This design comes from an exercise in tuning for small area, a short achievable clock period and few clock cycles on the open sky130 flow, not from production work.
In this exercise RTL edits were held to simulation tests only and were not proved equivalent to the original.
Power figures rest on the tool's default switching activity, not on a simulated workload.

$ cat flow/config.mk
export PLATFORM = sky130hd
export DESIGN_NAME = ex_stage
export DESIGN_NICKNAME = ex_stage
export VERILOG_FILES = /design/flow/design.v
export SDC_FILE = /design/flow/constraint.sdc
export NUM_CORES = 4
export LEC_CHECK = 0
export CAP_MARGIN = 20
export CORE_MARGIN = 2
export CORE_UTILIZATION = 40
export SETUP_SLACK_MARGIN = 0.2
export SLEW_MARGIN = 20
$ cat flow/constraint.sdc
create_clock -name core_clock -period 10.0 [get_ports {clk}]
set_input_delay 2.0000 -clock core_clock [delete_from_list [all_inputs] [get_ports {clk}]]
set_output_delay 2.0000 -clock core_clock [all_outputs]
set_load 0.01 [all_outputs]
$ cat flow/design.v
module ex_stage (
  input  logic        clk,
  input  logic        rst,
  input  logic [7:0]  aluop_i,
  input  logic [3:0]  alusel_i,
  input  logic [63:0] oprand1_i,
  input  logic [63:0] oprand2_i,
  input  logic [4:0]  reg_write_addr_i,
  input  logic        reg_write_enable_i,
  input  logic        mem_valid_i,
  input  logic        mem_rw_i,
  output logic [63:0] reg_write_data_o,
  output logic [4:0]  reg_write_addr_o,
  output logic        reg_write_enable_o,
  output logic        mem_valid_o,
  output logic        mem_rw_o,
  output logic        stall_req_o
);
  localparam logic [63:0] INT_MIN = 64'h8000_0000_0000_0000;
  typedef enum logic [1:0] {IDLE, BUSY, DONE} state_t;
  state_t state;
  logic [63:0] rem_q;
  logic [63:0] quo_q;
  logic [64:0] dvs_q;
  logic [4:0]  cnt_q;
  logic [63:0] a, b;
  assign a = oprand1_i;
  assign b = oprand2_i;
  logic sel_logic, sel_shift, sel_arith, is_div, busy;
  assign sel_logic = (alusel_i == 4'd1);
  assign sel_shift = (alusel_i == 4'd2);
  assign sel_arith = (alusel_i == 4'd3);
  assign is_div    = (alusel_i == 4'd4) && (aluop_i[7:2] == 6'b001100);
  assign busy      = (state == BUSY);
  function automatic logic [64:0] bk_add(logic [63:0] x, logic [63:0] y, logic cin);
    logic [63:0] g, p, p0;
    p0 = x ^ y;
    g  = x & y;
    p  = p0;
    g[0] = g[0] | (p[0] & cin);
    for (int l = 0; l < 6; l++)
      for (int i = 0; i < 64; i++)
        if (((i + 1) % (2 << l)) == 0) begin
          g[i] = g[i] | (p[i] & g[i - (1 << l)]);
          p[i] = p[i] & p[i - (1 << l)];
        end
    for (int l = 4; l >= 0; l--)
      for (int i = 0; i < 64; i++)
        if (((i + 1) % (2 << l)) == (1 << l) && i >= (2 << l)) begin
          g[i] = g[i] | (p[i] & g[i - (1 << l)]);
          p[i] = p[i] & p[i - (1 << l)];
        end
    bk_add = {g[63], p0 ^ {g[62:0], cin}};
  endfunction
  logic [63:0] logic_res;
  always_comb begin
    case (aluop_i)
      8'h01:   logic_res = a & b;
      8'h02:   logic_res = a | b;
      8'h03:   logic_res = a ^ b;
      default: logic_res = '0;
    endcase
  end
  logic        sh_left, sh_ok;
  logic [63:0] sh_in, sh_out, shift_res;
  assign sh_ok   = (aluop_i == 8'h10) || (aluop_i == 8'h11) || (aluop_i == 8'h12);
  assign sh_left = (aluop_i[1:0] == 2'b00);
  always_comb begin
    for (int i = 0; i < 64; i++) sh_in[i] = sh_left ? a[63-i] : a[i];
  end
  assign sh_out = 64'($signed({aluop_i[1] & a[63], sh_in}) >>> b[5:0]);
  always_comb begin
    for (int i = 0; i < 64; i++) shift_res[i] = sh_ok & (sh_left ? sh_out[63-i] : sh_out[i]);
  end
  logic        ar_sub;
  logic [63:0] add_a, add_b;
  logic [64:0] ar_sum;
  logic [63:0] arith_res;
  logic        ltu, lts;
  assign ar_sub = (aluop_i != 8'h20);
  assign add_a  = a;
  assign add_b  = b;
  assign ar_sum = {1'b0, add_a} + {1'b0, add_b ^ {64{ar_sub}}} + {64'd0, ar_sub};
  assign ltu    = ~ar_sum[64];
  assign lts    = (a[63] ^ b[63]) ? a[63] : ar_sum[63];
  always_comb begin
    case (aluop_i)
      8'h20, 8'h21: arith_res = ar_sum[63:0];
      8'h22:        arith_res = {63'd0, lts};
      8'h23:        arith_res = {63'd0, ltu};
      default:      arith_res = '0;
    endcase
  end
  logic [63:0] alu_res;
  always_comb begin
    alu_res = '0;
    if (sel_logic) alu_res = logic_res;
    if (sel_shift) alu_res = shift_res;
    if (sel_arith) alu_res = arith_res;
  end
  logic        op_signed, op_rem, a_neg, b_neg;
  logic [63:0] a_mag, b_mag;
  logic        div_zero, div_ovf, div_fast;
  logic [6:0]  lz_a, lz_b, lz_d;
  assign op_signed = aluop_i[1];
  assign op_rem    = aluop_i[0];
  assign a_neg     = op_signed & a[63];
  assign b_neg     = op_signed & b[63];
  assign a_mag     = a_neg ? (~a + 64'd1) : a;
  assign b_mag     = b_neg ? (~b + 64'd1) : b;
  function automatic logic [6:0] clz64(logic [63:0] v);
    clz64 = 7'd64;
    for (int i = 0; i < 64; i++) if (v[i]) clz64 = 7'(63 - i);
  endfunction
  assign lz_a = clz64(a_mag);
  assign lz_b = clz64(b_mag);
  assign lz_d = lz_b - lz_a;
  assign div_zero = (b == '0);
  assign div_ovf  = op_signed && (a == INT_MIN) && (b == '1);
  assign div_fast = div_zero | div_ovf | (lz_a > lz_b);
  logic [63:0] fast_res;
  always_comb begin
    if (div_zero)     fast_res = op_rem ? a : '1;
    else if (div_ovf) fast_res = op_rem ? '0 : a;
    else              fast_res = op_rem ? a : '0;
  end
  logic [64:0] d_init;
  assign d_init = {1'b0, b_mag} << {lz_d[5:1], 1'b1};
  logic        q0, q1;
  logic [63:0] r1, r2;
  logic [64:0] s0, s1;
  assign s0 = bk_add(rem_q, ~dvs_q[63:0], 1'b1);
  assign q0 = s0[64] & ~dvs_q[64];
  assign r1 = q0 ? s0[63:0] : rem_q;
  assign s1 = bk_add(r1, ~dvs_q[64:1], 1'b1);
  assign q1 = s1[64];
  assign r2 = q1 ? s1[63:0] : r1;
  always_ff @(posedge clk) begin
    if (rst) begin
      state <= IDLE;
    end else begin
      case (state)
        IDLE:    if (is_div && !div_fast) state <= BUSY;
        BUSY:    if (cnt_q == '0) state <= DONE;
        default: state <= IDLE;
      endcase
    end
  end
  always_ff @(posedge clk) begin
    if (busy) begin
      rem_q <= r2;
      quo_q <= {quo_q[61:0], q0, q1};
      dvs_q <= dvs_q >> 2;
      cnt_q <= cnt_q - 1'b1;
    end else begin
      rem_q <= a_mag;
      quo_q <= '0;
      dvs_q <= d_init;
      cnt_q <= lz_d[5:1];
    end
  end
  logic [63:0] div_sel, div_res;
  logic        res_neg;
  assign div_sel = op_rem ? rem_q : quo_q;
  assign res_neg = op_rem ? a_neg : (a_neg ^ b_neg);
  assign div_res = res_neg ? (~div_sel + 64'd1) : div_sel;
  always_comb begin
    reg_write_data_o   = '0;
    reg_write_addr_o   = '0;
    reg_write_enable_o = 1'b0;
    mem_valid_o        = 1'b0;
    mem_rw_o           = 1'b0;
    stall_req_o        = 1'b0;
    if (!rst) begin
      reg_write_addr_o = reg_write_addr_i;
      case (state)
        IDLE: begin
          if (is_div) begin
            stall_req_o        = !div_fast;
            reg_write_data_o   = fast_res;
            reg_write_enable_o = reg_write_enable_i & div_fast;
          end else begin
            reg_write_data_o   = alu_res;
            reg_write_enable_o = reg_write_enable_i;
            mem_valid_o        = mem_valid_i;
            mem_rw_o           = mem_rw_i;
          end
        end
        BUSY: stall_req_o = 1'b1;
        default: begin
          reg_write_data_o   = div_res;
          reg_write_enable_o = reg_write_enable_i;
        end
      endcase
    end
  end
endmodule
$ cat flow/run.sh
#!/bin/bash
# synth_recipe.tcl (not shown) runs the flow's synth.tcl, then flattens the netlist and writes it again
# the make line also repeats each setting of config.mk as NAME=value (left out here)
make -C /OpenROAD-flow-scripts/flow DESIGN_CONFIG=/design/flow/config.mk WORK_HOME=/design/flow/orfs CLKGATE_MAP_FILE= SYNTH_SCRIPT=/design/flow/synth_recipe.tcl finish
==> impl_metrics.py, run 1 <==
metrics = {
    "synth": {
        "synth-edff-count": 0,
        "synth_flop_cell": "dfxtp_1",
        "synth_seq_area_share": 0.101,
        "synth_async_sr_flop_share": 0,
        "syn_inst": 5355,
        "yosys_warnings": 1,
        "synthMuxAreaShare": 0.125,
        "syn_nets": 5908,
        "synth_cell_type_count": 99,
        "yosys.area_share.simple": 0.183,
        "ys_seq_elements": 200,
        "synth_xor_area_frac": 0.0856,
        "synth_fa_ha_area_frac": 0.140,
        "syn_avg_cell_area_um2": 7.38,
        "synth_compound_area_frac": 0.297,
        "netlist_area_um2": 39500,
        "synth_top_family_by_area": "compound AO/OA/AOI/OAI gates",
    },
    "sta": {
        "max_freq_mhz": 102,
        "final-hold-violation-count": 0,
        "min_period_over_period": 0.984,
        "tns_ps": 0,
        "slew_violations": 0,
        "rsz0062_at_grt": "true",
        "holdWs_ps": 465,
        "setup_viol": 0,
        "period_needed_ps": 9840,
        "worstMarginPinSlew_ps": 1250,
        "slew_headroom": 0.169,
        "skew_ps": 17.6,
    },
    "cells_and_area": {
        "area_growth_pct": 27.8,
        "final_common_cell": "buf_4",
        "nets": 6691,
        "final_cell_mix": "903 x buf_4, 519 x nand2_1, 405 x a21oi_1",
        "drive_above_1_share": 0.211,
        "final_area_um2": 50500,
        "utilization": 0.515,
    },
    "grt": {
        "grt-ovfl-total": 0,
        "grt_pass1_wl_mm": 358,
        "antenna_found_initial": 20,
        "grtUsageTotal": 0.494,
        "grt_pass1_vias": 46200,
        "grt_start_max_net_pins": 128,
    },
    "clock_tree": {
        "ctsHtreeMaxLevel": 4,
        "numClockSinks": 200,
        "cts_tree": "done",
        "clk_pin_slew_ps": 80,
        "cts-root-buf": "clkbuf_16",
        "clock_latency_ps": 480,
        "cts_buffer_depth": 2,
        "postCtsHoldBufs": 0,
        "cts_buffers": 17,
    },
    "critical_path": {
        "worstPathMaxFanout": 6,
        "critPathCaptureType": "output pin",
        "crit_buf_inv": 7,
        "path_class": "in -> out",
        "cp.required_ps": 8000,
        "path_delay_family": "simple AND/OR/NAND/NOR gates",
        "worstPathArrival_ps": 7840,
        "max_stage_delay_ps": 550,
        "critical_path.startpoint_type": "input pin",
        "crit_top_cell": "buf_4",
        "slowest_stage": "clkdlybuf4s50_1",
    },
    "drt": {
        "drc": 0,
        "post_drt_wl_per_cell_um": 35.3,
        "ant_nets": 0,
        "drt-met1-wl_mm": 97.0,
        "drtIter0Drc": 7507,
        "met3_length_mm": 30.2,
        "drt-total-wl_mm": 263,
        "top_layer": "met5",
        "vias": 50200,
        "via_per_inst": 6.75,
        "firstDrtPassIters": 8,
        "wl_met2_mm": 107,
    },
    "die": {
        "rows": 115,
        "die_w_um": 318,
        "core_um2": 98100,
        "start_util": 0.403,
        "die-area_um2": 101000,
        "num_io_pins": 223,
        "fp.dieH_um": 318,
    },
    "power_and_ir_drop": {
        "ir_drop_mv": 0.227,
        "powerDensity_nw_per_um2": 166,
        "p_leak_nw": 22.0,
    },
    "placement": {
        "place_hpwl_mm": 214,
        "port_buffers": 222,
        "gp_congestion": 1.12,
        "place_area_um2": 49000,
    },
    "outcome": {
        "outcome": "complete, no violations",
    },
    "run": {
        "drv_cap": 0,
    },
    "hold_path": {
        "hold_path.class": "reg -> reg",
    },
}
## through the flow
| step | setup slack [ps] | total power, mW | cells |
|---|---|---|---|
| floorplan | 349 | 5.00 | 5355 |
| global placement | -658 | 7.28 | 7382 |
| detailed placement | -531 | 7.35 | 7382 |
| CTS | 145 | 8.14 | 7423 |
| global route | 19.7 | 8.83 | 7440 |
| finish | 156 | 8.40 | 7445 |
## power by group
part	switching, mW	internal [mW]	total (mW)	leakage (nW)
clock network	0.381	0.360	0.741	0.292
registers	0.178	0.948	1.13	1.65
logic	3.96	2.57	6.53	20.0
## routing by layer
layer,up-vias,global-route usage
met4,10,0.431
met1,24100,0.596
met3,1028,0.132
met5,-,0
met2,3612,0.724
li1,21400,-
## cells in the mapped netlist (42+ instances only)
cell type,count,share of area
nor2_1,343,0.033
buf_2,47,0.0060
buf_1,43,0.0041
a221oi_1,64,0.014
nand4_1,66,0.010
xor2_1,89,0.020
and3_1,42,0.0066
a211oi_1,74,0.014
mux2i_1,243,0.062
clkbuf_1,297,0.028
mux2_2,51,0.015
mux4_2,86,0.049
xnor2_1,297,0.066
nand3_1,85,0.011
ha_1,337,0.11
dfxtp_1,200,0.10
o21ai_0,398,0.050
inv_1,297,0.028
a31oi_1,99,0.016
o31ai_1,44,0.0084
nor3_1,138,0.017
o22ai_1,60,0.0095
fa_1,66,0.033
a22oi_1,115,0.022
a21o_1,113,0.021
nand2_1,522,0.050
a21oi_1,413,0.052
and2_1,84,0.013
## final timing paths
| kind | start | end | slack, ps | depth (start not counted) |
|---|---|---|---|---|
| setup / recovery | oprand1_i[12] | reg_write_enable_o | 160 | 30 |
| hold / removal | quo_q[60] | quo_q[62] | 470 | 1 |
| setup reg to reg | rem_q[0] | rem_q[14] | 1570 | 32 |
| hold reg to reg | quo_q[60] | quo_q[62] | 470 | 1 |
## kinds of logic (layout without fill, tap and decap cells)
kind of cell / count (synthesis) / count (layout)
compound gates: 1785 / 1785
simple gates: 1508 / 1508
buf+inv: 693 / 1489
fa+ha+maj: 403 / 403
xor+xnor: 386 / 386
mux: 380 / 380
flops: 200 / 200
other cells: 0 / 7
## state kept, by name (all words and copies together) (netlist names)
| register | count |
|---|---|
| rem_q | 64 |
| state | 2 |
| dvs_q | 65 |
| cnt_q | 5 |
| quo_q | 64 |
## cell type report
class,instances,area (um2)
Clock inverter,14,180
Tap cell,1287,1610
Clock buffer,18,429
Inverter,302,1140
Sequential cell,200,4000
Antenna cell,7,17.5
Fill cell,9769,47600
Multi-Input combinational cell,4462,33600
Timing Repair Buffer,1155,9530
## worst reg2reg max path, delay by kind of cell (launching register included)
| kind | cells | cell delay (ps) |
|---|---|---|
| AO/OA/AOI/OAI | 16 | 3910 |
| adder cells (fa/ha/maj) | 3 | 870 |
| buffers and inverters | 8 | 1940 |
| flip-flops | 1 | 360 |
| multiplexers | 1 | 390 |
| AND/OR/NAND/NOR | 4 | 900 |
## repair_timing
item,CTS,global route
gates resized for setup,55,98
pin swaps,10,60
buffers inserted,9,14
endpoints found under the setup margin,27,44
cloned,0,1
Testbench counts, summed over its fixed seeds: cycles 54,123.
==> inputs of run 2 (changes only) <==
--- a/flow/design.v
+++ b/flow/design.v
@@ -52,15 +52,6 @@
         end
     bk_add = {g[63], p0 ^ {g[62:0], cin}};
   endfunction
-  logic [63:0] logic_res;
-  always_comb begin
-    case (aluop_i)
-      8'h01:   logic_res = a & b;
-      8'h02:   logic_res = a | b;
-      8'h03:   logic_res = a ^ b;
-      default: logic_res = '0;
-    endcase
-  end
   logic        sh_left, sh_ok;
   logic [63:0] sh_in, sh_out, shift_res;
   assign sh_ok   = (aluop_i == 8'h10) || (aluop_i == 8'h11) || (aluop_i == 8'h12);
@@ -70,34 +61,18 @@
   end
   assign sh_out = 64'($signed({aluop_i[1] & a[63], sh_in}) >>> b[5:0]);
   always_comb begin
-    for (int i = 0; i < 64; i++) shift_res[i] = sh_ok & (sh_left ? sh_out[63-i] : sh_out[i]);
+    for (int i = 0; i < 64; i++) shift_res[i] = sh_left ? sh_out[63-i] : sh_out[i];
   end
   logic        ar_sub;
   logic [63:0] add_a, add_b;
   logic [64:0] ar_sum;
-  logic [63:0] arith_res;
   logic        ltu, lts;
-  assign ar_sub = (aluop_i != 8'h20);
+  assign ar_sub = aluop_i[0] | aluop_i[1];    
   assign add_a  = a;
   assign add_b  = b;
   assign ar_sum = {1'b0, add_a} + {1'b0, add_b ^ {64{ar_sub}}} + {64'd0, ar_sub};
   assign ltu    = ~ar_sum[64];
   assign lts    = (a[63] ^ b[63]) ? a[63] : ar_sum[63];
-  always_comb begin
-    case (aluop_i)
-      8'h20, 8'h21: arith_res = ar_sum[63:0];
-      8'h22:        arith_res = {63'd0, lts};
-      8'h23:        arith_res = {63'd0, ltu};
-      default:      arith_res = '0;
-    endcase
-  end
-  logic [63:0] alu_res;
-  always_comb begin
-    alu_res = '0;
-    if (sel_logic) alu_res = logic_res;
-    if (sel_shift) alu_res = shift_res;
-    if (sel_arith) alu_res = arith_res;
-  end
   logic        op_signed, op_rem, a_neg, b_neg;
   logic [63:0] a_mag, b_mag;
   logic        div_zero, div_ovf, div_fast;
@@ -112,8 +87,14 @@
     clz64 = 7'd64;
     for (int i = 0; i < 64; i++) if (v[i]) clz64 = 7'(63 - i);
   endfunction
-  assign lz_a = clz64(a_mag);
-  assign lz_b = clz64(b_mag);
+  function automatic logic [6:0] lz_mag(logic [63:0] x, logic neg);
+    logic pow2;
+    pow2 = 1'b1;
+    for (int i = 0; i < 63; i++) pow2 = pow2 & (x[i+1] | ~x[i]);
+    lz_mag = clz64(x ^ {64{neg}}) - {6'd0, neg & pow2};
+  endfunction
+  assign lz_a = lz_mag(a, a_neg);
+  assign lz_b = lz_mag(b, b_neg);
   assign lz_d = lz_b - lz_a;
   assign div_zero = (b == '0);
   assign div_ovf  = op_signed && (a == INT_MIN) && (b == '1);
@@ -164,34 +145,32 @@
   assign div_sel = op_rem ? rem_q : quo_q;
   assign res_neg = op_rem ? a_neg : (a_neg ^ b_neg);
   assign div_res = res_neg ? (~div_sel + 64'd1) : div_sel;
+  logic idle, done, en_and, en_or, en_xor, en_shift, en_add, en_slt, en_sltu;
+  logic en_fast, en_alu, en_pass;
+  assign idle     = !rst && (state == IDLE);
+  assign done     = !rst && (state == DONE);
+  assign en_and   = idle && sel_logic && (aluop_i == 8'h01);
+  assign en_or    = idle && sel_logic && (aluop_i == 8'h02);
+  assign en_xor   = idle && sel_logic && (aluop_i == 8'h03);
+  assign en_shift = idle && sel_shift && sh_ok;
+  assign en_add   = idle && sel_arith && (aluop_i[7:1] == 7'b0010000);
+  assign en_slt   = idle && sel_arith && (aluop_i == 8'h22);
+  assign en_sltu  = idle && sel_arith && (aluop_i == 8'h23);
+  assign en_fast  = idle && is_div && div_fast;
+  assign en_alu   = idle && !is_div;
   always_comb begin
-    reg_write_data_o   = '0;
-    reg_write_addr_o   = '0;
-    reg_write_enable_o = 1'b0;
-    mem_valid_o        = 1'b0;
-    mem_rw_o           = 1'b0;
-    stall_req_o        = 1'b0;
-    if (!rst) begin
-      reg_write_addr_o = reg_write_addr_i;
-      case (state)
-        IDLE: begin
-          if (is_div) begin
-            stall_req_o        = !div_fast;
-            reg_write_data_o   = fast_res;
-            reg_write_enable_o = reg_write_enable_i & div_fast;
-          end else begin
-            reg_write_data_o   = alu_res;
-            reg_write_enable_o = reg_write_enable_i;
-            mem_valid_o        = mem_valid_i;
-            mem_rw_o           = mem_rw_i;
-          end
-        end
-        BUSY: stall_req_o = 1'b1;
-        default: begin
-          reg_write_data_o   = div_res;
-          reg_write_enable_o = reg_write_enable_i;
-        end
-      endcase
-    end
+    reg_write_data_o = ({64{en_and}}   & (a & b))
+                     | ({64{en_or}}    & (a | b))
+                     | ({64{en_xor}}   & (a ^ b))
+                     | ({64{en_shift}} & shift_res)
+                     | ({64{en_add}}   & ar_sum[63:0])
+                     | {63'd0, (en_slt & lts) | (en_sltu & ltu)}
+                     | ({64{en_fast}}  & fast_res)
+                     | ({64{done}}     & div_res);
+    reg_write_addr_o   = rst ? 5'd0 : reg_write_addr_i;
+    reg_write_enable_o = (en_alu | en_fast | done) & reg_write_enable_i;
+    mem_valid_o        = en_alu & mem_valid_i;
+    mem_rw_o           = en_alu & mem_rw_i;
+    stall_req_o        = !rst && ((state == BUSY) || (state == IDLE && is_div && !div_fast));
   end
 endmodule
--- a/flow/config.mk
+++ b/flow/config.mk
@@ -7,6 +7,7 @@
 export LEC_CHECK = 0
 export CAP_MARGIN = 20
 export CORE_MARGIN = 2
-export CORE_UTILIZATION = 40
-export SETUP_SLACK_MARGIN = 0.2
+export CORE_UTILIZATION = 60
+export GPL_TIMING_DRIVEN = 0
+export SETUP_SLACK_MARGIN = 0
 export SLEW_MARGIN = 20
==> run 2 against run 1 <==
Net effect: the run now fails in 5_1_grt; synthesized area decreased by 0.42%; synthesized cell count increased by 6.6%.
==> impl_metrics.py, run 2 <==
metrics = {
    "synth": {
        "synth_area_leader_cell": "ha_1",
        "synth_flop_cell": "dfxtp_1",
        "synth_cell_type_count": 90,
        "synth_area_leaders": "ha_1 11%, mux2i_1 11%, dfxtp_1 10%, o21ai_0 6.5%, nand2_1 6.2%",
        "syn_avg_cell_area_um2": 6.89,
        "synth_common_cells": "646 x nand2_1, 510 x o21ai_0, 475 x nor2_1",
        "synth_seq_area_share": 0.102,
        "yosys_warnings": 1,
        "netlist_area_um2": 39300,
        "ys_seq_elements": 200,
        "yosysTopAreaCellShare": 0.108,
        "yosysMostFrequentCell": "nand2_1",
        "synth-edff-count": 0,
        "syn_inst": 5707,
        "synth_async_sr_flop_share": 0,
        "syn_nets": 6262,
    },
    "outcome": {
        "outcome": "did not finish",
        "lastStage": "5_1_grt",
        "error": "[ERROR GRT-0116] Global routing finished with congestion. Check the congestion regions in the DRC Viewer.",
    },
    "placement": {
        "place_area_um2": 42700,
        "place_hpwl_mm": 187,
        "port_buffers": 221,
        "gp_congestion": 1.32,
        "place_ws_ps": -4970,
    },
    "clock_tree": {
        "cts-root-buf": "clkbuf_16",
        "cts_buffer_depth": 2,
        "cts_buffers": 17,
        "numClockSinks": 200,
        "postCtsHoldBufs": 0,
        "ctsHtreeMaxLevel": 4,
    },
    "grt": {
        "grt_start_max_net_pins": 21,
        "grt_pass1_wl_mm": 338,
        "grt_pass1_vias": 49900,
        "grtUsageTotal": 0.687,
        "grt-ovfl-total": 2,
    },
    "die": {
        "rows": 93,
        "num_io_pins": 223,
        "start_util": 0.608,
        "fp.dieH_um": 260,
        "die_w_um": 260,
    },
}
-- run 2: cell count changes after synthesis, moves of 70 or more --
cell	previous run	this run
o21ai_0	398	510
a22oi_1	115	40
mux4_2	86	7
nand2_1	522	646
nor2_1	343	475
mux2i_1	243	423
clkbuf_1	297	367
-- run 2: power by group through the flow --
stage / clock, mW / combinational (mW) / sequential [mW]
floorplan: 0 / 3.66 / 1.01
global placement: 0 / 5.22 / 1.06
detailed placement: 0 / 5.35 / 1.06
CTS: 0.720 / 5.62 / 1.04
-- run 2: cell families after synthesis --
| logic type | count (synthesis) | share of synthesized area |
|---|---|---|
| fa+ha+maj | 405 | 0.141 |
| buf+inv | 702 | 0.0674 |
| compound gates | 1750 | 0.277 |
| mux | 449 | 0.117 |
| flops | 200 | 0.102 |
| simple gates | 1843 | 0.216 |
| xor+xnor | 358 | 0.0797 |
-- run 2: metrics by stage --
stage          utilization  power, mW  instances  hold slack, ps
2_1_floorplan            -       4.67       5707             425
3_3_place_gp         0.659       6.27       6783             439
3_5_place_dp         0.660       6.41       6787             439
4_1_cts              0.685       7.39       6839             460
-- run 2: repair_timing --
| action | 4_1_cts |
|---|---|
| buffers inserted | 24 |
| pin swaps | 52 |
| resized for setup | 600 |
| setup endpoints to repair | 201 |
-- run 2: worst max-delay path by stage --
stage / startpoint / end
4_1_cts: oprand2_i[3] / reg_write_data_o[53]
3_5_place_dp: oprand1_i[63] / reg_write_data_o[48]
3_3_place_gp: oprand1_i[63] / reg_write_data_o[48]
2_1_floorplan: aluop_i[0] / reg_write_data_o[0]
-- run 2: layer usage --
metal / track usage / GRT overflow
met4: 0.576 / 2
met1: 0.738 / 0
met2: 0.849 / 0
met3: 0.526 / 0
met5: 0.188 / 0
Testbench counts of run 2, summed over its fixed seeds: cycles 54,123.
==> inputs of run 3 (changes only) <==
--- a/flow/design.v
+++ b/flow/design.v
@@ -84,8 +84,22 @@
   assign a_mag     = a_neg ? (~a + 64'd1) : a;
   assign b_mag     = b_neg ? (~b + 64'd1) : b;
   function automatic logic [6:0] clz64(logic [63:0] v);
-    clz64 = 7'd64;
-    for (int i = 0; i < 64; i++) if (v[i]) clz64 = 7'(63 - i);
+    logic [63:0] z;
+    logic [5:0]  c [64];
+    for (int i = 0; i < 64; i++) begin
+      z[i] = ~v[i];
+      c[i] = '0;
+    end
+    for (int l = 1; l <= 6; l++)
+      for (int g = 0; g < (64 >> l); g++) begin
+        logic       zh, zl;
+        logic [5:0] ch, cl;
+        zh = z[2*g+1]; zl = z[2*g];
+        ch = c[2*g+1]; cl = c[2*g];
+        z[g] = zh & zl;
+        c[g] = zh ? (cl | 6'(1 << (l - 1))) : ch;
+      end
+    clz64 = {z[0], c[0] & {6{~z[0]}}};
   endfunction
   function automatic logic [6:0] lz_mag(logic [63:0] x, logic neg);
     logic pow2;
--- a/flow/config.mk
+++ b/flow/config.mk
@@ -7,7 +7,6 @@
 export LEC_CHECK = 0
 export CAP_MARGIN = 20
 export CORE_MARGIN = 2
-export CORE_UTILIZATION = 60
-export GPL_TIMING_DRIVEN = 0
-export SETUP_SLACK_MARGIN = 0
+export CORE_UTILIZATION = 40
+export SETUP_SLACK_MARGIN = 0.2
 export SLEW_MARGIN = 20
==> run 3 against run 2 <==
Net effect: the run now finishes clean; synthesized cell count fell by 5.6%; synthesized area rose by 3.0%.
==> impl_metrics.py, run 3 <==
metrics = {
    "clock_tree": {
        "clock_latency_ps": 490,
        "clk_pin_slew_ps": 80,
        "cts-root-buf": "clkbuf_16",
        "postCtsHoldBufs": 0,
        "cts_buffers": 17,
        "cts_buffer_depth": 2,
        "numClockSinks": 200,
        "ctsHtreeMaxLevel": 4,
        "cts_tree": "done",
    },
    "cells_and_area": {
        "area_growth_pct": 22.9,
        "drive_above_1_share": 0.197,
        "multiInputGateArea_um2": 34300,
        "largest_reg_flops": 65,
        "final_cell_mix": "708 x buf_4, 478 x nand2_1, 367 x a21oi_1",
        "nets": 6486,
        "fin_cells": 7326,
        "top_regs": "dvs_q: 65 flops, quo_q: 64 flops, rem_q: 64 flops",
        "fillers": 10100,
        "regArea_um2": 4000,
        "final_area_um2": 49800,
        "regMostFlops": "dvs_q",
        "final_common_cell": "buf_4",
        "utilization": 0.497,
    },
    "placement": {
        "gp_congestion": 1.16,
        "dp_cells": 7263,
        "place_area_um2": 48700,
        "place_hpwl_mm": 224,
        "port_buffers": 222,
    },
    "synth": {
        "synth_flop_cell": "dfxtp_1",
        "yosys_warnings": 3,
        "synth-edff-count": 0,
        "synth_area_leaders": "ha_1 10%, dfxtp_1 9.9%, mux2i_1 6.6%, xnor2_1 6.0%, mux4_2 5.7%",
        "syn_inst": 5387,
        "netlist_area_um2": 40500,
        "yosysMostFrequentCell": "nand2_1",
        "syn_avg_cell_area_um2": 7.52,
        "synth_cell_type_count": 112,
        "syn_nets": 5942,
        "ys_seq_elements": 200,
        "synth_async_sr_flop_share": 0,
        "synth_common_cells": "482 x nand2_1, 376 x o21ai_0, 369 x a21oi_1",
        "synth_area_leader_cell": "ha_1",
        "yosysTopAreaCellShare": 0.105,
        "synth_seq_area_share": 0.0988,
    },
    "power_and_ir_drop": {
        "powerDensity_nw_per_um2": 155,
        "p_total_mw": 7.72,
        "power_switching_mw": 4.16,
        "power.internal_mw": 3.56,
        "p_clk_frac": 0.102,
        "p_leak_nw": 21.4,
        "ir_drop_mv": 0.219,
        "pwr-share-seq": 0.135,
        "pwr-share-comb": 0.763,
        "p_sw_frac": 0.539,
    },
    "hold_path": {
        "hold_path.class": "reg -> reg",
    },
    "sta": {
        "setup_viol": 0,
        "slew_headroom": 0.0796,
        "holdWs_ps": 460,
        "period_needed_ps": 9840,
        "final-hold-violation-count": 0,
        "rsz0062_at_grt": "true",
        "skew_ps": 25.4,
        "min_period_over_period": 0.984,
        "slew_violations": 0,
        "max_freq_mhz": 102,
        "worstMarginPinSlew_ps": 1370,
    },
    "grt": {
        "antenna_found_initial": 44,
        "grtUsageTotal": 0.510,
        "grt_pass1_vias": 46300,
        "grt_start_max_net_pins": 74,
        "grt_pass1_wl_mm": 370,
        "grt-ovfl-total": 0,
    },
    "drt": {
        "drtIter0Drc": 8183,
        "drc": 0,
        "ant_nets": 0,
        "post_drt_wl_per_cell_um": 37.4,
        "drt-total-wl_mm": 274,
        "vias": 50700,
        "firstDrtPassIters": 7,
        "via_per_inst": 6.92,
    },
    "die": {
        "num_io_pins": 223,
        "rows": 116,
        "core_um2": 100000,
        "fp.dieH_um": 322,
        "die_w_um": 322,
        "start_util": 0.404,
        "die-area_um2": 104000,
    },
    "critical_path": {
        "setup.worst_path.end": "reg_write_data_o[62]",
        "path_class": "in -> out",
        "r2r-start": "rem_q[0]",
        "critPathCaptureType": "output pin",
        "worstPathArrival_ps": 7840,
        "worstPathMaxFanout": 4,
        "max_stage_delay_ps": 600,
        "cp.required_ps": 8000,
        "slowest_stage": "or4_1",
        "critical_path.startpoint_type": "input pin",
        "crit_start": "oprand1_i[11]",
        "r2r_slack_ps": 940,
        "worstReg2RegEnd": "rem_q[62]",
        "r2r_cells": 30,
    },
    "run": {
        "drv_cap": 0,
    },
    "outcome": {
        "outcome": "complete, no violations",
    },
}
## run 3: cell types whose count changed after synthesis, moves of 80 or more
cell	delta
mux2i_1	-155
nor2_1	-115
mux4_2	+95
a21oi_1	-80
nand2_1	-164
o21ai_0	-134
## run 3: power by group through the flow
stage	registers, mW	logic [mW]	clock network, mW
finish	1.04	5.89	0.787
CTS	1.04	5.65	0.788
floorplan	1.00	3.66	0
global route	1.05	6.27	0.809
detailed placement	1.06	5.60	0
global placement	1.06	5.54	0
## run 3: worst min path at each step
stage                          from   endpoint  cells after the start
after floorplan           dvs_q[19]  dvs_q[17]                      2
after global placement    quo_q[60]  quo_q[62]                      1
after detailed placement  quo_q[52]  quo_q[54]                      1
after CTS                 quo_q[43]  quo_q[45]                      1
after global routing      quo_q[57]  quo_q[59]                      1
final                     quo_q[43]  quo_q[45]                      1
## run 3: critical path, delay by kind of cell
family	cells	cell delay, ps
AOI/OAI and AO/OA	11	2150
buffers and inverters	6	1650
and+or+nand+nor	5	1280
adders and majority gates	2	550
xor gates and xnor gates	1	190
## run 3: metrics by stage
step           setup TNS (ps)  setup slack [ps]
2_1_floorplan               0              1010
3_3_place_gp           -15430              -406
3_5_place_dp           -15360              -365
4_1_cts                     0               200
5_1_grt                     0              61.2
6_report                    0               164
## run 3: layout make-up
class / instances / share of cell area
tap: 1357 / 0.0341
sequential: 200 / 0.0804
timing repair buffer: 963 / 0.165
clock inverter: 14 / 0.00397
antenna: 25 / 0.00126
clock buffer: 18 / 0.00861
inverter: 259 / 0.0195
multi-input combinational: 4490 / 0.688
## run 3: metal layers
layer,vias up,GRT usage,share of wire
li1,21100,-,-
met1,24500,0.645,0.38
met2,4065,0.689,0.38
met3,973,0.201,0.14
met4,36,0.381,0.092
met5,-,0.0102,0.0011
## run 3: what timing repair did
item | 4_1_cts | 5_1_grt
gates cloned | 2 | 0
setup buffers | 2 | 2
pin swaps | 5 | 12
gates resized for setup | 59 | 66
endpoints found under the setup margin | 64 | 64
## run 3: kinds of logic (layout without fill, tap and decap cells)
group           after synthesis  count (layout)  share of synthesized area
compound gates             1675            1677                      0.274
xor+xnor                    356             356                     0.0769
fa+ha+maj                   405             405                      0.137
buf+inv                     699            1254                     0.0682
flops                       200             200                     0.0988
mux                         469             469                      0.150
other cells                   0              25                          0
simple gates               1583            1583                      0.195
Testbench counts of run 3, summed over its fixed seeds: cycles 54,123.
==> inputs of run 4 (changes only) <==
--- a/flow/design.v
+++ b/flow/design.v
@@ -21,7 +21,7 @@
   state_t state;
   logic [63:0] rem_q;
   logic [63:0] quo_q;
-  logic [64:0] dvs_q;
+  logic [63:0] dvs_q;
   logic [4:0]  cnt_q;
   logic [63:0] a, b;
   assign a = oprand1_i;
@@ -101,33 +101,34 @@
       end
     clz64 = {z[0], c[0] & {6{~z[0]}}};
   endfunction
-  function automatic logic [6:0] lz_mag(logic [63:0] x, logic neg);
-    logic pow2;
-    pow2 = 1'b1;
-    for (int i = 0; i < 63; i++) pow2 = pow2 & (x[i+1] | ~x[i]);
-    lz_mag = clz64(x ^ {64{neg}}) - {6'd0, neg & pow2};
+  function automatic logic pow2_neg(logic [63:0] x);
+    pow2_neg = 1'b1;
+    for (int i = 0; i < 63; i++) pow2_neg = pow2_neg & (x[i+1] | ~x[i]);
   endfunction
-  assign lz_a = lz_mag(a, a_neg);
-  assign lz_b = lz_mag(b, b_neg);
-  assign lz_d = lz_b - lz_a;
+  logic [6:0] lz1_a, lz1_b;
+  assign lz1_a = clz64(a ^ {64{a_neg}});
+  assign lz1_b = clz64(b ^ {64{b_neg}});
+  assign lz_a  = lz1_a - {6'd0, a_neg & pow2_neg(a)};
+  assign lz_b  = lz1_b - {6'd0, b_neg & pow2_neg(b)};
+  assign lz_d  = (lz_a > lz_b) ? 7'd0 : lz_b - lz_a;
   assign div_zero = (b == '0);
   assign div_ovf  = op_signed && (a == INT_MIN) && (b == '1);
-  assign div_fast = div_zero | div_ovf | (lz_a > lz_b);
+  assign div_fast = div_zero | div_ovf | ({1'b0, lz1_a} > {1'b0, lz1_b} + 8'd1);
   logic [63:0] fast_res;
   always_comb begin
     if (div_zero)     fast_res = op_rem ? a : '1;
     else if (div_ovf) fast_res = op_rem ? '0 : a;
     else              fast_res = op_rem ? a : '0;
   end
-  logic [64:0] d_init;
-  assign d_init = {1'b0, b_mag} << {lz_d[5:1], 1'b1};
+  logic [63:0] d_init;
+  assign d_init = b_mag << {lz_d[5:1], 1'b0};
   logic        q0, q1;
   logic [63:0] r1, r2;
   logic [64:0] s0, s1;
-  assign s0 = bk_add(rem_q, ~dvs_q[63:0], 1'b1);
-  assign q0 = s0[64] & ~dvs_q[64];
+  assign s0 = bk_add(rem_q, ~{dvs_q[62:0], 1'b0}, 1'b1);
+  assign q0 = s0[64] & ~dvs_q[63];
   assign r1 = q0 ? s0[63:0] : rem_q;
-  assign s1 = bk_add(r1, ~dvs_q[64:1], 1'b1);
+  assign s1 = bk_add(r1, ~dvs_q, 1'b1);
   assign q1 = s1[64];
   assign r2 = q1 ? s1[63:0] : r1;
   always_ff @(posedge clk) begin
@@ -172,10 +173,14 @@
   assign en_sltu  = idle && sel_arith && (aluop_i == 8'h23);
   assign en_fast  = idle && is_div && div_fast;
   assign en_alu   = idle && !is_div;
+  logic [3:0]  lut;
+  logic [63:0] lut_res;
+  assign lut = {en_and | en_or, en_or | en_xor, en_or | en_xor, 1'b0};
   always_comb begin
-    reg_write_data_o = ({64{en_and}}   & (a & b))
-                     | ({64{en_or}}    & (a | b))
-                     | ({64{en_xor}}   & (a ^ b))
+    for (int i = 0; i < 64; i++) lut_res[i] = lut[{a[i], b[i]}];
+  end
+  always_comb begin
+    reg_write_data_o = lut_res
                      | ({64{en_shift}} & shift_res)
                      | ({64{en_add}}   & ar_sum[63:0])
                      | {63'd0, (en_slt & lts) | (en_sltu & ltu)}
--- a/flow/config.mk
+++ b/flow/config.mk
@@ -8,5 +8,5 @@
 export CAP_MARGIN = 20
 export CORE_MARGIN = 2
 export CORE_UTILIZATION = 40
-export SETUP_SLACK_MARGIN = 0.2
+export SETUP_SLACK_MARGIN = 0.6
 export SLEW_MARGIN = 20
==> run 4 against run 3 <==
Net effect: register-to-register slack better by 810 ps; global-route usage shrank 0.40 points; highest routed layer unchanged; still clean; count of clock-buffer cells in the layout unchanged; critical path type unchanged; critical endpoint is now reg_write_data_o[49].
==> impl_metrics.py, run 4 <==
metrics = {
    "placement": {
        "place_area_um2": 46600,
        "port_buffers": 222,
        "place_hpwl_mm": 215,
        "place_ws_ps": -981,
        "gp_congestion": 1.18,
    },
    "synth": {
        "synth_common_cells": "504 x nand2_1, 419 x o21ai_0, 394 x clkbuf_1",
        "syn_avg_cell_area_um2": 7.30,
        "synth_area_leaders": "dfxtp_1 10%, ha_1 7.0%, mux2i_1 6.6%, mux4_2 6.1%, o21ai_0 5.3%",
        "syn_inst": 5398,
        "yosysMostFrequentCell": "nand2_1",
        "synth_cell_type_count": 84,
        "netlist_area_um2": 39400,
        "syn_nets": 5832,
        "yosysTopAreaCellShare": 0.101,
        "synth_async_sr_flop_share": 0,
        "yosys_warnings": 3,
        "synth-edff-count": 1,
        "synth_flop_cell": "dfxtp_1",
        "ys_seq_elements": 199,
        "synth_seq_area_share": 0.101,
        "synth_area_leader_cell": "dfxtp_1",
    },
    "cells_and_area": {
        "final_common_cell": "buf_4",
        "top_regs": "dvs_q: 64 flops, quo_q: 64 flops, rem_q: 64 flops",
        "area_growth_pct": 22.9,
        "final_area_um2": 48400,
        "drive_above_1_share": 0.201,
        "final_cell_mix": "617 x buf_4, 497 x nand2_1, 393 x o21ai_0",
        "nets": 6270,
    },
    "sta": {
        "setup_slack_ps": 540,
        "period_needed_ps": 9460,
        "worstMarginPinSlew_ps": 1220,
        "skew_ps": 20.8,
        "holdWs_ps": 467,
        "max_freq_mhz": 106,
        "slew_violations": 0,
        "slew_headroom": 0.186,
        "rsz0062_at_grt": "true",
        "min_period_over_period": 0.946,
        "setup_viol": 0,
        "final-hold-violation-count": 0,
    },
    "clock_tree": {
        "cts_tree": "done",
        "numClockSinks": 199,
        "postCtsHoldBufs": 0,
        "clk_pin_slew_ps": 80,
        "cts_buffer_depth": 2,
        "ctsHtreeMaxLevel": 4,
        "cts_buffers": 17,
        "clock_latency_ps": 490,
        "cts-root-buf": "clkbuf_16",
    },
    "grt": {
        "grtUsageTotal": 0.506,
        "grt_most_used_layer": "met2",
        "grt_pass1_vias": 46000,
        "antenna_found_initial": 24,
        "grtUsageMet2": 0.685,
        "grtUsageMet1": 0.638,
        "grt-ovfl-total": 0,
        "grt_pass1_wl_mm": 364,
        "grt_start_max_net_pins": 93,
        "met3_usage": 0.202,
    },
    "drt": {
        "post_drt_wl_per_cell_um": 37.5,
        "vias": 50600,
        "drt-total-wl_mm": 268,
        "firstDrtPassIters": 7,
        "via_per_inst": 7.07,
        "drc": 0,
        "ant_nets": 0,
        "drtIter0Drc": 8663,
    },
    "critical_path": {
        "path_delay_family": "compound AO/OA/AOI/OAI gates",
        "critical_path.startpoint_type": "input pin",
        "max_stage_delay_ps": 620,
        "worstPathMaxFanout": 6,
        "cp.required_ps": 8000,
        "critPathCaptureType": "output pin",
        "path_class": "in -> out",
        "r2r_slack_ps": 1750,
        "slowest_stage": "clkdlybuf4s50_1",
        "crit_buf_inv": 8,
        "worstPathArrival_ps": 7460,
    },
    "hold_path": {
        "hold_path.class": "reg -> reg",
    },
    "power_and_ir_drop": {
        "p_leak_nw": 20.2,
        "powerDensity_nw_per_um2": 173,
        "ir_drop_mv": 0.137,
    },
    "die": {
        "core_um2": 98000,
        "start_util": 0.402,
        "rows": 115,
        "num_io_pins": 223,
        "die-area_um2": 101000,
        "die_w_um": 318,
        "fp.dieH_um": 318,
    },
    "run": {
        "drv_cap": 0,
    },
    "outcome": {
        "outcome": "complete, no violations",
    },
}
[run 4: changes by cell type after synthesis, sizes merged, moves of 28 or more]
cell,change
clkbuf,+68
xor2,+67
nor4,+29
buf,-32
a221oi,-31
inv,-51
xnor2,-74
nor2,+32
o21ai,+28
o221a,+51
ha,-120
[run 4: path summary, 6_finish.rpt]
path / from / endpoint / cells past startpoint
worst max-delay path: oprand1_i[36] / reg_write_data_o[49] / 26
worst max register to register: dvs_q[6] / rem_q[55] / 26
worst min-delay path: quo_q[45] / quo_q[47] / 1
worst min register to register: quo_q[45] / quo_q[47] / 1
[run 4: what timing repair did]
action / 4_1_cts / 5_1_grt
resized for setup: 198 / 171
setup buffers: 22 / 23
setup endpoints to repair: 72 / 70
pin swaps: 29 / 32
cloned: 2 / 2
[run 4: metrics by stage]
step	total power [mW]	TNS, ps	cells	utilization
2_1_floorplan	5.10	0	5398	-
3_3_place_gp	7.21	-49940	7055	0.475
3_5_place_dp	7.32	-48070	7055	0.475
4_1_cts	8.11	0	7111	0.487
5_1_grt	8.86	0	7137	0.494
6_report	8.39	0	7146	0.494
[run 4: final cells by class]
| type | instances | area (um2) |
|---|---|---|
| fillers | 9840 | 49600 |
| multi-input cells | 4521 | 33700 |
| repair buffers | 895 | 7720 |
| flip-flops and latches | 199 | 3990 |
| well taps | 1287 | 1610 |
| inverters | 202 | 761 |
| clock buffers | 18 | 429 |
| clock inverters | 14 | 170 |
| diodes | 10 | 25.0 |
[run 4: power breakdown]
group	switching [mW]	leakage (nW)	internal, mW
combinational	4.02	18.3	2.52
clock	0.398	0.292	0.342
sequential	0.161	1.65	0.952
[run 4: cells by family after synthesis]
group / count (synthesis) / share of synthesized area
xor+xnor: 349 / 0.0776
compound gates: 1707 / 0.287
flops: 199 / 0.101
simple gates: 1729 / 0.215
mux: 452 / 0.151
buf+inv: 678 / 0.0650
fa+ha+maj: 284 / 0.103
[run 4: per-layer routing]
metal  routed length, um  part of all wire
met1              100000              0.37
met3               39700              0.15
met4               26000             0.097
met5                 186           0.00069
met2              102000              0.38
Testbench counts of run 4, summed over its fixed seeds: cycles 54,191.
==> inputs of run 5 (changes only) <==
--- a/flow/config.mk
+++ b/flow/config.mk
@@ -8,5 +8,5 @@
 export CAP_MARGIN = 20
 export CORE_MARGIN = 2
 export CORE_UTILIZATION = 40
-export SETUP_SLACK_MARGIN = 0.6
+export SETUP_SLACK_MARGIN = 1.2
 export SLEW_MARGIN = 20
==> run 5 against run 4 <==
Net effect: global-route usage rose by 0.66 points; still clean on timing, DRC and antenna; count of clock-buffer cells in the layout decreased by 1; highest routed layer unchanged; synthesized area unchanged; critical path depth up 6; final cell count down 0.17%; clock skew about the same; power about the same; cell area grew 1.0%; clock power down 1%; largest cell class unchanged; synthesized cell count stayed put; register-to-register slack got worse by 180 ps; sequential share of layout area is 0.083 points lower.
==> impl_metrics.py, run 5 <==
metrics = {
    "grt": {
        "met3_usage": 0.182,
        "grt-ovfl-total": 0,
        "grtUsageMet2": 0.711,
        "grtUsageTotal": 0.513,
        "grt_pass1_wl_mm": 369,
        "grt_most_used_layer": "met2",
        "grtUsageMet1": 0.657,
        "grt_pass1_vias": 46200,
        "grt_start_max_net_pins": 68,
        "antenna_found_initial": 34,
    },
    "synth": {
        "synth_area_leaders": "dfxtp_1 10%, ha_1 7.0%, mux2i_1 6.6%, mux4_2 6.1%, o21ai_0 5.3%",
        "synth_flop_cell": "dfxtp_1",
        "synth_async_sr_flop_share": 0,
        "synth_area_leader_cell": "dfxtp_1",
        "yosys_warnings": 3,
        "yosysMostFrequentCell": "nand2_1",
        "yosysTopAreaCellShare": 0.101,
        "syn_avg_cell_area_um2": 7.30,
        "synth_cell_type_count": 84,
        "synth-edff-count": 1,
        "netlist_area_um2": 39400,
        "ys_seq_elements": 199,
        "synth_seq_area_share": 0.101,
        "syn_inst": 5398,
        "syn_nets": 5832,
        "synth_common_cells": "504 x nand2_1, 419 x o21ai_0, 394 x clkbuf_1",
    },
    "clock_tree": {
        "cts_tree": "done",
        "cts_buffers": 17,
        "numClockSinks": 199,
        "cts-root-buf": "clkbuf_16",
        "clk_pin_slew_ps": 90,
        "cts_buffer_depth": 2,
        "ctsHtreeMaxLevel": 4,
        "clock_latency_ps": 490,
    },
    "sta": {
        "slew_violations": 0,
        "slew_headroom": 0.175,
        "rsz0062_at_grt": "true",
        "period_needed_ps": 9200,
        "max_freq_mhz": 109,
        "min_period_over_period": 0.920,
        "tns_ps": 0,
        "worstMarginPinSlew_ps": 1220,
        "holdWs_ps": 464,
        "skew_ps": 21.0,
        "final-hold-violation-count": 0,
        "setup_viol": 0,
    },
    "power_and_ir_drop": {
        "p_total_mw": 8.40,
        "p_leak_nw": 20.2,
        "powerDensity_nw_per_um2": 172,
        "ir_drop_mv": 0.226,
    },
    "critical_path": {
        "r2r_slack_ps": 1570,
        "max_stage_delay_ps": 430,
        "path_class": "in -> out",
        "r2r_cells": 26,
        "worstReg2RegEnd": "rem_q[63]",
        "r2r-start": "dvs_q[6]",
        "path_depth": 32,
        "crit_start": "oprand2_i[63]",
        "worstPathMaxFanout": 8,
        "worstPathArrival_ps": 7200,
        "slowest_stage": "or4_4",
        "crit_buf_inv": 15,
        "cp.required_ps": 8000,
        "setup.worst_path.end": "reg_write_data_o[46]",
        "path_delay_family": "buffers and inverters",
        "critPathCaptureType": "output pin",
        "critical_path.startpoint_type": "input pin",
    },
    "cells_and_area": {
        "drive_above_1_share": 0.222,
        "nets": 6259,
        "final_common_cell": "buf_4",
        "area_growth_pct": 24.2,
        "top_regs": "dvs_q: 64 flops, quo_q: 64 flops, rem_q: 64 flops",
        "final_cell_mix": "562 x buf_4, 494 x nand2_1, 379 x nor2_1",
    },
    "die": {
        "core_um2": 98000,
        "die-area_um2": 101000,
        "start_util": 0.402,
        "num_io_pins": 223,
        "fp.dieH_um": 318,
        "rows": 115,
        "die_w_um": 318,
    },
    "drt": {
        "firstDrtPassIters": 7,
        "drc": 0,
        "post_drt_wl_per_cell_um": 38.2,
        "drt-total-wl_mm": 272,
        "drtIter0Drc": 8627,
        "vias": 50900,
        "ant_nets": 0,
        "via_per_inst": 7.13,
    },
    "outcome": {
        "outcome": "complete, no violations",
    },
    "placement": {
        "place_hpwl_mm": 217,
        "gp_congestion": 1.18,
        "port_buffers": 222,
    },
    "hold_path": {
        "hold_path.class": "reg -> reg",
    },
    "run": {
        "drv_cap": 0,
    },
}
-- run 5: cell counts after synthesis --
No cell type changed its count.
-- run 5: what timing repair did --
item / 4_1_cts / 5_1_grt
hold buffers: 0 / 0
resized for setup: 528 / 246
pin swaps: 103 / 99
cloned: 5 / 3
buffers inserted: 58 / 35
setup endpoints to repair: 110 / 85
-- run 5: cell type report --
class	instances	area [um2]
antenna	10	25.0
clock buffer	17	425
clock inverter	14	154
fill	9758	49100
inverter	202	766
multi-input combinational	4522	34300
sequential	199	3990
tap	1287	1610
timing repair buffer	883	7630
-- run 5: worst min-delay path by stage --
stage | cells after the start | slack (ps) | endpoint | start
after CTS | 1 | 460 | quo_q[57] | quo_q[55]
after global routing | 1 | 490 | quo_q[44] | quo_q[42]
after detailed placement | 1 | 440 | quo_q[62] | quo_q[60]
final | 1 | 460 | quo_q[57] | quo_q[55]
after floorplan | 1 | 430 | quo_q[57] | quo_q[55]
after global placement | 1 | 440 | quo_q[47] | quo_q[45]
-- run 5: power breakdown --
part / internal, mW / leakage (nW) / switching (mW) / total, mW
Clock: 0.335 / 0.278 / 0.396 / 0.731
Combinational: 2.50 / 18.3 / 4.06 / 6.56
Sequential: 0.952 / 1.65 / 0.155 / 1.11
Total: 3.79 / 20.2 / 4.61 / 8.40
-- run 5: metal layers --
metal  part of all wire  up-vias
li1                   -    21100
met1               0.38    24700
met2               0.39     4164
met3               0.14      962
met4              0.090       38
met5            0.00099        -
-- run 5: cell families after synthesis --
logic type	count (synthesis)	share of synthesized area
compound gates	1707	0.287
xor+xnor	349	0.0776
fa+ha+maj	284	0.103
buf+inv	678	0.0650
flops	199	0.101
mux	452	0.151
simple gates	1729	0.215
-- run 5: stage by stage --
stage / utilization / worst slack, ps / cells / cell area (um2)
CTS: 0.489 / 892 / 7086 / 47900
floorplan: - / 1170 / 5398 / 39400
global placement: 0.470 / -1040 / 6992 / 46000
finish: 0.499 / 801 / 7134 / 48900
global route: 0.499 / 608 / 7127 / 48900
detailed placement: 0.470 / -988 / 6992 / 46100
==> inputs of run 6 (changes only) <==
--- a/flow/design.v
+++ b/flow/design.v
@@ -52,6 +52,23 @@
         end
     bk_add = {g[63], p0 ^ {g[62:0], cin}};
   endfunction
+  function automatic logic [64:0] sk_add(logic [63:0] x, logic [63:0] y, logic cin);
+    logic [63:0] g, p, p0, gn, pn;
+    p0 = x ^ y;
+    g  = x & y;
+    p  = p0;
+    g[0] = g[0] | (p[0] & cin);
+    for (int l = 0; l < 6; l++) begin
+      gn = g; pn = p;
+      for (int i = 0; i < 64; i++)
+        if (i & (1 << l)) begin
+          gn[i] = g[i] | (p[i] & g[((i >> l) << l) - 1]);
+          pn[i] = p[i] & p[((i >> l) << l) - 1];
+        end
+      g = gn; p = pn;
+    end
+    sk_add = {g[63], p0 ^ {g[62:0], cin}};
+  endfunction
   logic        sh_left, sh_ok;
   logic [63:0] sh_in, sh_out, shift_res;
   assign sh_ok   = (aluop_i == 8'h10) || (aluop_i == 8'h11) || (aluop_i == 8'h12);
@@ -70,7 +87,7 @@
   assign ar_sub = aluop_i[0] | aluop_i[1];    
   assign add_a  = a;
   assign add_b  = b;
-  assign ar_sum = {1'b0, add_a} + {1'b0, add_b ^ {64{ar_sub}}} + {64'd0, ar_sub};
+  assign ar_sum = sk_add(add_a, add_b ^ {64{ar_sub}}, ar_sub);
   assign ltu    = ~ar_sum[64];
   assign lts    = (a[63] ^ b[63]) ? a[63] : ar_sum[63];
   logic        op_signed, op_rem, a_neg, b_neg;
--- a/flow/config.mk
+++ b/flow/config.mk
@@ -8,5 +8,5 @@
 export CAP_MARGIN = 20
 export CORE_MARGIN = 2
 export CORE_UTILIZATION = 40
-export SETUP_SLACK_MARGIN = 1.2
+export SETUP_SLACK_MARGIN = 0.6
 export SLEW_MARGIN = 20
==> run 6 against run 5 <==
Net effect: clock skew increased by 6.4 ps; maximum frequency decreased by 3.7%; largest power group unchanged; critical endpoint is now reg_write_data_o[0]; hold slack got worse by 10 ps; highest routed layer unchanged; still clean on timing, DRC and antenna.
==> impl_metrics.py, run 6 <==
metrics = {
    "drt": {
        "vias": 49000,
        "post_drt_wl_per_cell_um": 36.9,
        "drc": 0,
        "firstDrtPassIters": 10,
        "via_per_inst": 7.01,
        "ant_nets": 0,
        "drtIter0Drc": 7075,
        "drt-total-wl_mm": 258,
    },
    "cells_and_area": {
        "final_area_um2": 46300,
        "utilization": 0.480,
        "final_common_cell": "buf_4",
        "final_cell_mix": "520 x buf_4, 515 x nand2_1, 437 x o21ai_0",
        "top_regs": "dvs_q: 64 flops, quo_q: 64 flops, rem_q: 64 flops",
        "nets": 6140,
        "area_growth_pct": 19.2,
        "fin_cells": 6991,
        "drive_above_1_share": 0.160,
    },
    "power_and_ir_drop": {
        "p_clk_frac": 0.109,
        "power.internal_mw": 3.89,
        "ir_drop_mv": 0.141,
        "p_sw_frac": 0.528,
        "p_leak_nw": 19.4,
        "pwr-share-seq": 0.135,
        "pwr-share-comb": 0.756,
        "p_total_mw": 8.25,
        "powerDensity_nw_per_um2": 178,
        "power_switching_mw": 4.36,
    },
    "outcome": {
        "outcome": "complete, no violations",
    },
    "synth": {
        "synth_seq_area_share": 0.103,
        "syn_inst": 5362,
        "yosysMostFrequentCell": "nand2_1",
        "synth_flop_cell": "dfxtp_1",
        "synth_async_sr_flop_share": 0,
        "synth_common_cells": "521 x nand2_1, 444 x o21ai_0, 400 x a21oi_1",
        "yosysTopAreaCellShare": 0.102,
        "netlist_area_um2": 38800,
        "ys_seq_elements": 199,
        "synth_cell_type_count": 96,
        "syn_nets": 5800,
        "syn_avg_cell_area_um2": 7.23,
        "yosys_warnings": 3,
        "synth_area_leaders": "dfxtp_1 10%, ha_1 7.0%, mux2i_1 6.8%, o21ai_0 5.7%, xnor2_1 5.4%",
        "synth_area_leader_cell": "dfxtp_1",
        "synth-edff-count": 1,
    },
    "critical_path": {
        "critPathCaptureType": "output pin",
        "worstPathMaxFanout": 8,
        "worstReg2RegEnd": "rem_q[44]",
        "critical_path.startpoint_type": "input pin",
        "path_class": "in -> out",
        "r2r_cells": 24,
        "worstPathArrival_ps": 7550,
        "crit_start": "oprand1_i[5]",
        "r2r-start": "dvs_q[1]",
        "setup.worst_path.end": "reg_write_data_o[0]",
        "r2r_slack_ps": 1730,
        "cp.required_ps": 8000,
    },
    "sta": {
        "setup_slack_ps": 447,
        "rsz0062_at_grt": "true",
        "tns_ps": 0,
        "setup_viol": 0,
        "final-hold-violation-count": 0,
        "max_freq_mhz": 105,
        "slew_violations": 0,
        "min_period_over_period": 0.955,
        "skew_ps": 27.4,
        "slew_headroom": 0.258,
        "holdWs_ps": 453,
        "worstMarginPinSlew_ps": 1100,
        "period_needed_ps": 9550,
    },
    "die": {
        "die-area_um2": 99500,
        "rows": 114,
        "start_util": 0.402,
        "core_um2": 96400,
        "fp.dieH_um": 315,
        "num_io_pins": 223,
        "die_w_um": 315,
    },
    "placement": {
        "port_buffers": 222,
        "gp_congestion": 1.13,
        "place_area_um2": 45200,
        "dp_cells": 6941,
        "place_hpwl_mm": 207,
        "place_ws_ps": -79.9,
    },
    "clock_tree": {
        "numClockSinks": 199,
        "ctsHtreeMaxLevel": 4,
        "clock_latency_ps": 520,
        "cts_buffer_depth": 3,
        "cts_buffers": 25,
        "cts_tree": "done",
        "cts-root-buf": "clkbuf_16",
        "postCtsHoldBufs": 0,
        "clk_pin_slew_ps": 60,
    },
    "grt": {
        "grt_pass1_wl_mm": 350,
        "grt_start_max_net_pins": 116,
        "grt-ovfl-total": 0,
        "grt_pass1_vias": 45300,
        "grtUsageTotal": 0.498,
        "antenna_found_initial": 27,
    },
    "hold_path": {
        "hold_path.class": "reg -> reg",
    },
    "run": {
        "drv_cap": 0,
    },
}
run 6: cell count changes after synthesis, sizes merged, moves of 33 or more:
cell and change:
clkbuf -53, xnor2 +38, a22oi +39, buf +33, nor4 -34, xor2 -34
o221a -42
run 6: area by class of cell:
| cell class | instances | area, um2 |
|---|---|---|
| Tap cell | 1276 | 1600 |
| Inverter | 236 | 886 |
| Multi-Input combinational cell | 4471 | 32400 |
| Fill cell | 9892 | 50200 |
| Timing Repair Buffer | 769 | 6590 |
| Clock buffer | 28 | 667 |
| Antenna cell | 8 | 20.0 |
| Sequential cell | 199 | 3990 |
| Clock inverter | 4 | 97.6 |
run 6: timing repair:
item                       CTS  global route
gates cloned                 1             0
hold endpoints to repair     0             0
setup endpoints to repair   65            64
buffers inserted             5             3
pin swaps                    2             9
resized for setup           56            95
run 6: worst min path at each step:
stage                          from         to  slack, ps  cells after the start
after floorplan           quo_q[46]  quo_q[48]        430                      1
after global placement     quo_q[0]   quo_q[2]        430                      1
after detailed placement  quo_q[46]  quo_q[48]        440                      1
after CTS                 quo_q[44]  quo_q[46]        450                      1
after global routing       quo_q[0]   quo_q[2]        480                      1
final                     quo_q[46]  quo_q[48]        450                      1
run 6: worst max-delay path, cell delays in order:
cell	delay, ps
clkdlybuf4s50_1	720
buf_4	290
inv_1	190
o21ai_0	280
buf_4	150
nand3_1	90
a31oi_1	220
o21ai_0	90
nor2_1	110
a21oi_1	50
buf_4	150
o211ai_1	350
a31oi_1	230
ha_1	250
nor2b_1	140
o211ai_1	90
a21oi_1	220
o311ai_1	130
mux2_4	350
buf_4	150
o31ai_1	310
or3_1	250
buf_12	140
clkdlybuf4s50_1	540
run 6: cells by family after synthesis:
group / Yosys count / synth area share
flip-flops: 199 / 0.103
XOR/XNOR: 353 / 0.0797
adder cells (fa/ha/maj): 288 / 0.106
AO/OA/AOI/OAI: 1706 / 0.286
buffers and inverters: 692 / 0.0692
multiplexers: 444 / 0.144
AND/OR/NAND/NOR: 1680 / 0.211
run 6: routing by layer:
layer  GRT usage  vias to the layer above  share of wire
met3       0.154                     1063           0.12
met2       0.733                     3746           0.41
met1       0.602                    23600           0.37
met5           0                        -        0.00049
li1            -                    20500              -
met4       0.394                       22           0.10
run 6: power groups by stage:
stage / combinational, mW / sequential, mW / clock, mW
final: 6.23 / 1.12 / 0.899
after floorplan: 4.00 / 1.04 / 0
after global placement: 5.86 / 1.12 / 0
after global routing: 6.64 / 1.12 / 0.928
after detailed placement: 5.95 / 1.12 / 0
after CTS: 6.00 / 1.10 / 0.893
Testbench counts of run 6, summed over its fixed seeds: cycles 54,191.
==> inputs of run 7 (changes only) <==
--- a/flow/config.mk
+++ b/flow/config.mk
@@ -8,5 +8,5 @@
 export CAP_MARGIN = 20
 export CORE_MARGIN = 2
 export CORE_UTILIZATION = 40
-export SETUP_SLACK_MARGIN = 0.6
+export SETUP_SLACK_MARGIN = 1.2
 export SLEW_MARGIN = 20
==> run 7 against run 6 <==
Net effect: still clean on timing, DRC and antenna; clock skew shrank 11 ps; hold slack gained 1.4 ps; cell area grew 1.9%; power shrank 1.3%; wire length shrank 0.81%; count of clock-buffer cells in the layout shrank 7; sequential share of layout area shrank 0.16 points; setup slack gained 720 ps; first-iteration DRC count grew 5.1%; global-route usage shrank 0.46 points; core utilization grew 0.93 points; largest cell class unchanged; largest power group unchanged; highest routed layer unchanged.
==> impl_metrics.py, run 7 <==
metrics = {
    "synth": {
        "netlist_area_um2": 38800,
        "synth_area_leader_cell": "dfxtp_1",
        "yosysTopAreaCellShare": 0.102,
        "syn_avg_cell_area_um2": 7.23,
        "syn_inst": 5362,
        "synth_async_sr_flop_share": 0,
        "ys_seq_elements": 199,
        "synth_cell_type_count": 96,
        "synth_common_cells": "521 x nand2_1, 444 x o21ai_0, 400 x a21oi_1",
        "yosysMostFrequentCell": "nand2_1",
        "synth_area_leaders": "dfxtp_1 10%, ha_1 7.0%, mux2i_1 6.8%, o21ai_0 5.7%, xnor2_1 5.4%",
        "syn_nets": 5800,
        "synth-edff-count": 1,
        "yosys_warnings": 3,
        "synth_seq_area_share": 0.103,
        "synth_flop_cell": "dfxtp_1",
    },
    "critical_path": {
        "critPathCaptureType": "output pin",
        "critical_path.startpoint_type": "input pin",
        "cp.required_ps": 8000,
        "worstPathArrival_ps": 6830,
        "path_class": "in -> out",
        "worstPathMaxFanout": 7,
    },
    "sta": {
        "period_needed_ps": 8830,
        "setup_viol": 0,
        "rsz0062_at_grt": "true",
        "slew_headroom": 0.238,
        "min_period_over_period": 0.883,
        "skew_ps": 16.1,
        "slew_violations": 0,
        "worstMarginPinSlew_ps": 1130,
        "final-hold-violation-count": 0,
        "max_freq_mhz": 113,
    },
    "power_and_ir_drop": {
        "powerDensity_nw_per_um2": 173,
        "p_total_mw": 8.14,
        "ir_drop_mv": 0.156,
        "p_leak_nw": 19.7,
    },
    "hold_path": {
        "hold_path.class": "reg -> reg",
    },
    "placement": {
        "place_hpwl_mm": 201,
        "port_buffers": 222,
        "gp_congestion": 1.13,
        "place_area_um2": 45000,
    },
    "cells_and_area": {
        "final_common_cell": "nand2_1",
        "nets": 6169,
        "drive_above_1_share": 0.190,
        "final_area_um2": 47200,
        "final_cell_mix": "509 x nand2_1, 508 x buf_4, 413 x o21ai_0",
        "fillers": 9848,
        "area_growth_pct": 21.6,
        "top_regs": "dvs_q: 64 flops, quo_q: 64 flops, rem_q: 64 flops",
    },
    "die": {
        "num_io_pins": 223,
        "die_w_um": 315,
        "die-area_um2": 99500,
        "rows": 114,
        "core_um2": 96400,
        "fp.dieH_um": 315,
        "start_util": 0.402,
    },
    "clock_tree": {
        "cts-root-buf": "clkbuf_16",
        "clock_latency_ps": 470,
        "numClockSinks": 199,
        "clk_pin_slew_ps": 80,
        "ctsHtreeMaxLevel": 4,
        "postCtsHoldBufs": 0,
        "cts_buffer_depth": 2,
        "cts_buffers": 17,
        "cts_tree": "done",
    },
    "run": {
        "drv_cap": 0,
    },
    "grt": {
        "grtUsageTotal": 0.494,
        "grt-ovfl-total": 0,
        "grt_pass1_wl_mm": 349,
        "grt_pass1_vias": 45300,
        "antenna_found_initial": 27,
        "grt_start_max_net_pins": 89,
    },
    "drt": {
        "ant_nets": 0,
        "wl_met2_mm": 103,
        "post_drt_wl_per_cell_um": 36.3,
        "met3_length_mm": 34.2,
        "firstDrtPassIters": 6,
        "drt-met1-wl_mm": 93.1,
        "via_per_inst": 7.00,
        "drc": 0,
        "top_layer": "met5",
        "drtIter0Drc": 7434,
        "vias": 49300,
        "drt-total-wl_mm": 256,
    },
    "outcome": {
        "outcome": "complete, no violations",
    },
}
## run 7: kinds of logic (layout without fill, tap and decap cells)
group	count (synthesis)	after routing	share of synthesized area
muxes	444	444	0.144
adders and majority gates	288	288	0.106
AOI/OAI and AO/OA	1706	1706	0.286
xor gates and xnor gates	353	353	0.0797
buffers and inverters	692	1074	0.0692
other	0	21	0
and+or+nand+nor	1680	1680	0.211
DFF	199	199	0.103
## run 7: repair_timing
action	4_1_cts	5_1_grt
gates resized for setup	350	241
buffers inserted	23	43
pin swaps	50	61
endpoints found under the setup margin	78	72
cloned	4	1
## run 7: final timing paths
| path | from | to | slack, ps | cells past startpoint |
|---|---|---|---|---|
| worst max-delay path | oprand1_i[6] | reg_write_data_o[50] | 1170 | 25 |
| worst min-delay path | quo_q[45] | quo_q[47] | 450 | 1 |
| worst max register to register | dvs_q[12] | rem_q[62] | 1630 | 24 |
| worst min register to register | quo_q[45] | quo_q[47] | 450 | 1 |
## run 7: metrics by stage
step	hold slack, ps	cells	setup TNS [ps]	utilization	setup WS (ps)
after floorplan	426	5362	0	-	1210
after global placement	429	6916	-2040	0.467	-311
after detailed placement	441	6917	-21.4	0.467	-21.4
after CTS	460	6976	0	0.478	1090
after global routing	482	7029	0	0.489	1090
final	455	7041	0	0.489	1170
## run 7: where the power goes
part	internal [mW]	total (mW)	leakage [nW]	switching, mW
Sequential	0.952	1.13	1.65	0.176
Clock	0.363	0.719	0.277	0.356
Combinational	2.44	6.29	17.7	3.85
Total	3.75	8.14	19.7	4.39
## run 7: final cells by class
type / count / area, um2 / share of cell area
clock buffer: 21 / 460 / 0.00977
antenna: 21 / 52.6 / 0.00111
timing repair buffer: 806 / 7060 / 0.150
clock inverter: 11 / 114 / 0.00241
inverter: 236 / 895 / 0.0190
tap: 1276 / 1600 / 0.0339
multi-input combinational: 4471 / 33000 / 0.699
sequential: 199 / 3990 / 0.0847
## run 7: layer usage
metal,track usage,up-vias
li1,-,20600
met1,0.594,23600
met2,0.713,3930
met3,0.178,1126
met4,0.381,20
met5,0.0128,-
## run 7: worst max-delay path: stages
cell and delay [ps]:
dlygate4sd2_1 520, nand2_1 270, or3_1 430, o2bb2ai_1 210
a31oi_1 240, nor2_1 70, o21ba_2 210, o21bai_1 160
buf_4 180, inv_1 70, ha_4 290, buf_6 90
o211ai_1 100, a21oi_2 190, o311ai_2 100, buf_4 160
mux2_4 320, a21oi_4 180, buf_12 190, nand2_2 110
buf_6 190, buf_4 130, nand3_1 120, a211o_1 130
buf_2 130

what the ideal ports hide:
The results above use ideal ports. As a check the final layouts listed here were re-extracted and re-timed, cells and wires unchanged.
Step 1: set_driving_cell puts a clkbuf_16 on clk and a buf_2 on each other input, an assumption about the parent block.
Step 2 also shifts input and output timing later by t, the mid clock arrival at the registers, as if the neighbouring blocks saw the same clock.
Three values: ideal, step 1, step 2; two values: the first two.
| run | shift t [ns] | setup slack, ns | worst hold slack (ns) | worst setup path at the end |
|---|---|---|---|---|
| run 1 | 0.520 | 0.156 / 0.133 / 0.133 | 0.465 / 0.465 / 0.465 | input to output |
| run 3 | 0.538 | 0.164 / 0.127 / 0.127 | 0.460 / 0.460 / 0.460 | input to output |
| run 4 | 0.541 | 0.540 / 0.502 / 0.153 | 0.467 / 0.467 / 0.467 | input to register |
| run 5 | 0.540 | 0.801 / 0.744 / 0.672 | 0.464 / 0.464 / 0.464 | input to register |
| run 6 | 0.563 | 0.447 / 0.420 / 0.040 | 0.453 / 0.453 / 0.453 | input to register |
| run 7 | 0.516 | 1.170 / 1.148 / 0.856 | 0.455 / 0.455 / 0.455 | input to register |
After both steps setup and hold are still met in every run listed. For run 6, which loses most, drivers alone change the setup slack by -0.027 ns; drivers and shift together by -0.407 ns.
